Context: an optimization exercise on an open-source flow, tuned for small area, a short achievable clock period and few clock cycles per item. The choices shown serve that exercise and are no tape-out recipe.
At most, simulation tests tie the RTL to the original design; equivalence was not proved.
Power figures rest on the tool's default switching activity, not on a simulated workload.

==> run a <==
Design int_float_compare_bitmask_packer, start of the top module:
module int_float_compare_bitmask_packer (
   input  logic        clock,
   input  logic        reset,
   input  logic        req_valid,
   output logic        req_ready,
   input  logic [63:0] req_int_elem,
   input  logic [63:0] req_float_bits,
   input  logic        req_last_item,
   output logic        rsp_valid,
   input  logic        rsp_ready,
   output logic [63:0] rsp_mask_word,
   output logic [6:0]  rsp_valid_bits,
   output logic        rsp_final_word,
   input  logic        csr_valid,
   output logic        csr_ready,
   input  logic [1:0]  csr_index,
   input  logic [63:0] csr_data
);
   ifcb_pkg::cfg_type cfg_ff, cfg_in;
   ifcb_pkg::sa_type  sa_d, sa_ff;
   ifcb_pkg::sb_type  sb_d, sb_ff;
   logic              va_ff, va_in;
   logic              vb_ff;
   logic              la_ff;
   logic              lb_ff;
   logic              rdy_ff, rdy_in;
   logic              hit;
   logic [1:0]        queued_ff;
   logic [1:0]        owed;
   logic              absorb;
   assign csr_ready = 1'b1;
   always_comb begin
      cfg_in = cfg_ff;
      if (csr_valid) begin
         unique case (csr_index)
            ifcb_pkg::REG_WIDTH: cfg_in.width_code  = csr_data[1:0];
  ...
==> module ifcb_step_a, before the edit <==
module ifcb_step_a (
   input  logic [63:0]     int_elem,
   input  logic [63:0]     float_bits,
   output ifcb_pkg::sa_type o
);
   logic [10:0] ef;
   logic [51:0] m;
   always_comb begin
      o.xr       = int_elem;
      ef         = float_bits[62:52];
      m          = float_bits[51:0];
      o.c.sf     = float_bits[63];
      o.c.mzero  = (m == 52'd0);
      o.c.m0     = m[0];
      o.c.fnan   = (ef == 11'h7ff) && !o.c.mzero;
      o.c.fzero  = (ef == 11'd0) && o.c.mzero;
      o.c.fsml   = !ef[10];
      o.c.fone   = (ef == 11'd1023);
      o.c.fbig   = (ef >= 11'd1087);
      o.c.e53    = (ef >= 11'd1076);
      o.c.k      = 4'(ef - 11'd1076);
      o.sa = ~ef[5:0];
      o.v  = {1'b1, m, 12'd0};
      o.st = 1'b0;
      for (int l = 5; l > 5 - ifcb_pkg::ALEV; l--) begin
         if (o.sa[l]) begin
            o.st = o.st | (|(o.v & ((65'd1 << (1 << l)) - 65'd1)));
            o.v  = o.v >> (1 << l);
         end
      end
   end
endmodule
==> module ifcb_step_b, before the edit <==
module ifcb_step_b (
   input  ifcb_pkg::sa_type i,
   input  logic [1:0]      width_code,
   output ifcb_pkg::sb_type o
);
   logic [64:0] v;
   logic        st;
   logic        s;
   logic [63:0] x;
   logic [63:0] xs;
   logic [63:0] g;
   logic [63:0] pp;
   logic [63:0] gg;
   logic [11:0] c;
   logic [10:0] lg;
   logic [10:0] lp;
   logic [63:0] tg;
   logic [63:0] tp;
   logic [63:12] tz;
   logic [63:12] to;
   logic [10:0] rl;
   logic        xzero;
   logic        xone;
   logic        cl, ce, cg;
   always_comb begin
      v  = i.v;
      st = i.st;
      for (int l = 5 - ifcb_pkg::ALEV; l >= 0; l--) begin
         if (i.sa[l]) begin
            st = st | (|(v & ((65'd1 << (1 << l)) - 65'd1)));
            v  = v >> (1 << l);
         end
      end
      g       = v[63:0];
      o.fz    = st;
      o.e53   = i.c.e53;
      o.k     = i.c.k;
      o.mzero = i.c.mzero;
      o.m0    = i.c.m0;
      unique case (width_code)
         ifcb_pkg::W8:  x = {{56{i.xr[7]}}, i.xr[7:0]};
         ifcb_pkg::W16: x = {{48{i.xr[15]}}, i.xr[15:0]};
         ifcb_pkg::W32: x = {{32{i.xr[31]}}, i.xr[31:0]};
         default:       x = i.xr;
      endcase
      s       = x[63];
      xs      = x ^ {64{!s}};
      o.s     = s;
      xzero   = !s && (&xs);
      xone    = (&xs[63:1]) && (s == xs[0]);
      pp      = g ^ xs;
      gg      = g & xs;
      lg    = gg[10:0];
      lp    = pp[10:0];
      lg[0] = gg[0] | (pp[0] & !s);
      for (int lv = 0; lv < 4; lv++) begin
         for (int b = 0; b < 11; b++) begin
            if (((b >> lv) & 1) == 1) begin
               int src;
               src = ((b >> lv) << lv) - 1;
               lg[b] = lg[b] | (lp[b] & lg[src]);
               lp[b] = lp[b] & lp[src];
            end
         end
      end
      c[0] = !s;
      for (int b = 0; b < 11; b++)
         c[b+1] = lg[b];
      rl    = pp[10:0] ^ c[10:0];
      o.c11 = c[11];
      for (int b = 0; b < 64; b++) begin
         tg[b] = (b >= 11 && b < 64) ? gg[b] : 1'b0;
         tp[b] = (b >= 11 && b < 64) ? pp[b] : 1'b1;
      end
      for (int w = 1; w < 64; w = w * 2) begin
         for (int b = 0; b < 64; b += 2 * w) begin
            tg[b] = tg[b + w] | (tp[b + w] & tg[b]);
            tp[b] = tp[b + w] & tp[b];
         end
      end
      o.gh = tg[0];
      o.ph = tp[0];
      o.p11 = pp[11];
      for (int b = 12; b < 64; b++) begin
         tz[b] = (pp[b] == (gg[b-1] | pp[b-1]));
         to[b] = (pp[b] != gg[b-1]);
      end
      o.zall = (&tz[63:12]) && (gg[63] | pp[63]);
      o.oall = (&to[63:12]) && !gg[63];
      o.rl = rl;
      cl = 1'b0;
      ce = 1'b0;
      cg = 1'b0;
      if (i.c.fbig)
         cl = 1'b1;
      else if (i.c.fone) begin
         if (xzero) cl = 1'b1;
         else if (xone) begin
            if (i.c.mzero) ce = 1'b1;
            else cl = 1'b1;
         end else cg = 1'b1;
      end else begin
         if (!xzero) cg = 1'b1;
         else if (i.c.fzero) ce = 1'b1;
         else cl = 1'b1;
      end
      o.fixed = i.c.fnan || (s != i.c.sf) || i.c.fbig || i.c.fsml;
      if (i.c.fnan) begin
         o.flt = 1'b0; o.feq = 1'b0; o.fgt = 1'b0;
      end else if (xzero && i.c.fzero) begin
         o.flt = 1'b0; o.feq = 1'b1; o.fgt = 1'b0;
      end else if (s != i.c.sf) begin
         o.flt = s; o.feq = 1'b0; o.fgt = !s;
      end else if (!s) begin
         o.flt = cl; o.feq = ce; o.fgt = cg;
      end else begin
         o.flt = cg; o.feq = ce; o.fgt = cl;
      end
   end
endmodule
export LEC_CHECK = 0
export CAP_MARGIN = 20
export CORE_MARGIN = 2
export CORE_UTILIZATION = 55
export CTS_CLUSTER_DIAMETER = 100
export CTS_CLUSTER_SIZE = 30
export SLEW_MARGIN = 20
create_clock -name core_clock -period 13.0 [get_ports {clock}]
standard.sh (not shown) runs the stock make flow with config.mk's settings and CLKGATE_MAP_FILE= SYNTH_SCRIPT=/design/flow/synth_recipe.tcl, a recipe that flattens the netlist after the stock synthesis.
==> flow/flow/run.sh <==
#!/bin/bash
set -euo pipefail
bash standard.sh SETUP_SLACK_MARGIN=9.1 ADDER_MAP_FILE= \
   "BUFFER_PORTS_ARGS=-buffer_cell sky130_fd_sc_hd__buf_1" finish > standard.log 2>&1
==> inputs of run b, as changes to run a <==
--- a/flow/design.v
+++ b/flow/design.v
@@ -33,5 +33,8 @@
       logic [5:0]  sa;      
       logic        st;      
-      fcls_type    c;
+      logic [4:0]  eh;      
+      logic        sf;      
+      logic        mzero;   
+      logic        m0;      
    } sa_type;
    typedef struct packed {
@@ -66,14 +69,8 @@
       ef         = float_bits[62:52];
       m          = float_bits[51:0];
-      o.c.sf     = float_bits[63];
-      o.c.mzero  = (m == 52'd0);
-      o.c.m0     = m[0];
-      o.c.fnan   = (ef == 11'h7ff) && !o.c.mzero;
-      o.c.fzero  = (ef == 11'd0) && o.c.mzero;
-      o.c.fsml   = !ef[10];
-      o.c.fone   = (ef == 11'd1023);
-      o.c.fbig   = (ef >= 11'd1087);
-      o.c.e53    = (ef >= 11'd1076);
-      o.c.k      = 4'(ef - 11'd1076);
+      o.sf       = float_bits[63];
+      o.mzero    = (m == 52'd0);
+      o.m0       = m[0];
+      o.eh       = ef[10:6];
       o.sa = ~ef[5:0];
       o.v  = {1'b1, m, 12'd0};
@@ -92,4 +89,6 @@
    output ifcb_pkg::sb_type o
 );
+   logic [10:0] ef;
+   ifcb_pkg::fcls_type fc;
    logic [64:0] v;
    logic        st;
@@ -112,4 +111,15 @@
    logic        cl, ce, cg;
    always_comb begin
+      ef        = {i.eh, ~i.sa};
+      fc.sf     = i.sf;
+      fc.mzero  = i.mzero;
+      fc.m0     = i.m0;
+      fc.fnan   = (ef == 11'h7ff) && !i.mzero;
+      fc.fzero  = (ef == 11'd0) && i.mzero;
+      fc.fsml   = !ef[10];
+      fc.fone   = (ef == 11'd1023);
+      fc.fbig   = (ef >= 11'd1087);
+      fc.e53    = (ef >= 11'd1076);
+      fc.k      = 4'(ef - 11'd1076);
       v  = i.v;
       st = i.st;
@@ -122,8 +132,8 @@
       g       = v[63:0];
       o.fz    = st;
-      o.e53   = i.c.e53;
-      o.k     = i.c.k;
-      o.mzero = i.c.mzero;
-      o.m0    = i.c.m0;
+      o.e53   = fc.e53;
+      o.k     = fc.k;
+      o.mzero = fc.mzero;
+      o.m0    = fc.m0;
       unique case (width_code)
          ifcb_pkg::W8:  x = {{56{i.xr[7]}}, i.xr[7:0]};
@@ -180,23 +190,23 @@
       ce = 1'b0;
       cg = 1'b0;
-      if (i.c.fbig)
+      if (fc.fbig)
          cl = 1'b1;
-      else if (i.c.fone) begin
+      else if (fc.fone) begin
          if (xzero) cl = 1'b1;
          else if (xone) begin
-            if (i.c.mzero) ce = 1'b1;
+            if (fc.mzero) ce = 1'b1;
             else cl = 1'b1;
          end else cg = 1'b1;
       end else begin
          if (!xzero) cg = 1'b1;
-         else if (i.c.fzero) ce = 1'b1;
+         else if (fc.fzero) ce = 1'b1;
          else cl = 1'b1;
       end
-      o.fixed = i.c.fnan || (s != i.c.sf) || i.c.fbig || i.c.fsml;
-      if (i.c.fnan) begin
+      o.fixed = fc.fnan || (s != fc.sf) || fc.fbig || fc.fsml;
+      if (fc.fnan) begin
          o.flt = 1'b0; o.feq = 1'b0; o.fgt = 1'b0;
-      end else if (xzero && i.c.fzero) begin
+      end else if (xzero && fc.fzero) begin
          o.flt = 1'b0; o.feq = 1'b1; o.fgt = 1'b0;
-      end else if (s != i.c.sf) begin
+      end else if (s != fc.sf) begin
          o.flt = s; o.feq = 1'b0; o.fgt = !s;
       end else if (!s) begin
ABC_AREA = 1   (was unset)
CTS_CLUSTER_DIAMETER = unset   (was 100)
CTS_CLUSTER_SIZE = unset   (was 30)
==> comparison <==
Run a passed the timing, DRC and antenna checks. Run b ran to the end with no violations.
Between run b and run a, the lower non-clock buffer count is in run b (gap 43).
In sequential power, run b and run a hardly differ.
Against run a, the synthesized area of run b is smaller by 0.78%.
Of run a and run b, run b has the higher total power (gap 24%, measured against run b).
Between run a and run b, the lower via count is in run a (gap about 5%, measured against run b).
==> figures <==
                                                                           run b                    run a
Pin count of the biggest net entering global routing                          95                       86
Nets@finish                                                                 2930                     2392
Topmost layer with routed signal wires                                      met5                     met4
Combinational group share of total power                                   36.6%                    34.0%
Share of the synthesized area in the top cell type                         29.2%                    29.2%
Data-path buffer share of cell area in the final layout                    5.02%                    7.69%
Number of non-clock buffers in the layout                                    228                      271
Global-route usage over all layers                                         29.6%                    31.5%
Die Ht                                                                    181 um                   182 um
Number of non-clock inverters                                                313                       37
Run status                                               complete, no violations  complete, no violations
Testbench counts of run b, summed over its fixed seeds: cycles 16,396, items 16,012.
Function not checked in run a: the RTL went through the layout flow alone.

## separate check: timing with driven ports
How much do the figures lean on ideal ports? The routed layouts below were timed once more, with nothing changed but the port constraints. Step 1 assumes that a clkbuf_16 drives the clock port and a buf_2 every other input. Step 2 also shifts input and output timing later by t, the mid clock arrival at the registers, as if the neighbouring blocks saw the same clock. a / b / c = ideal / step 1 / step 2; a / b = the first two.
run	shift t [ns]	setup WS [ns]	latest minus earliest clock arrival (ns)	worst register clock-pin slew, ns	pins driven straight from the clock port
run a	0.553	9.091 / 9.091 / 8.699	0.034 / 0.034	0.12 / 0.12	1
run b	0.621	9.153 / 9.099 / 8.608	0.014 / 0.014	0.06 / 0.06	1
After both steps every run listed still meets setup and hold. The setup slack of run b, which loses most, moves by -0.054 ns with the drivers and by -0.545 ns with both steps.
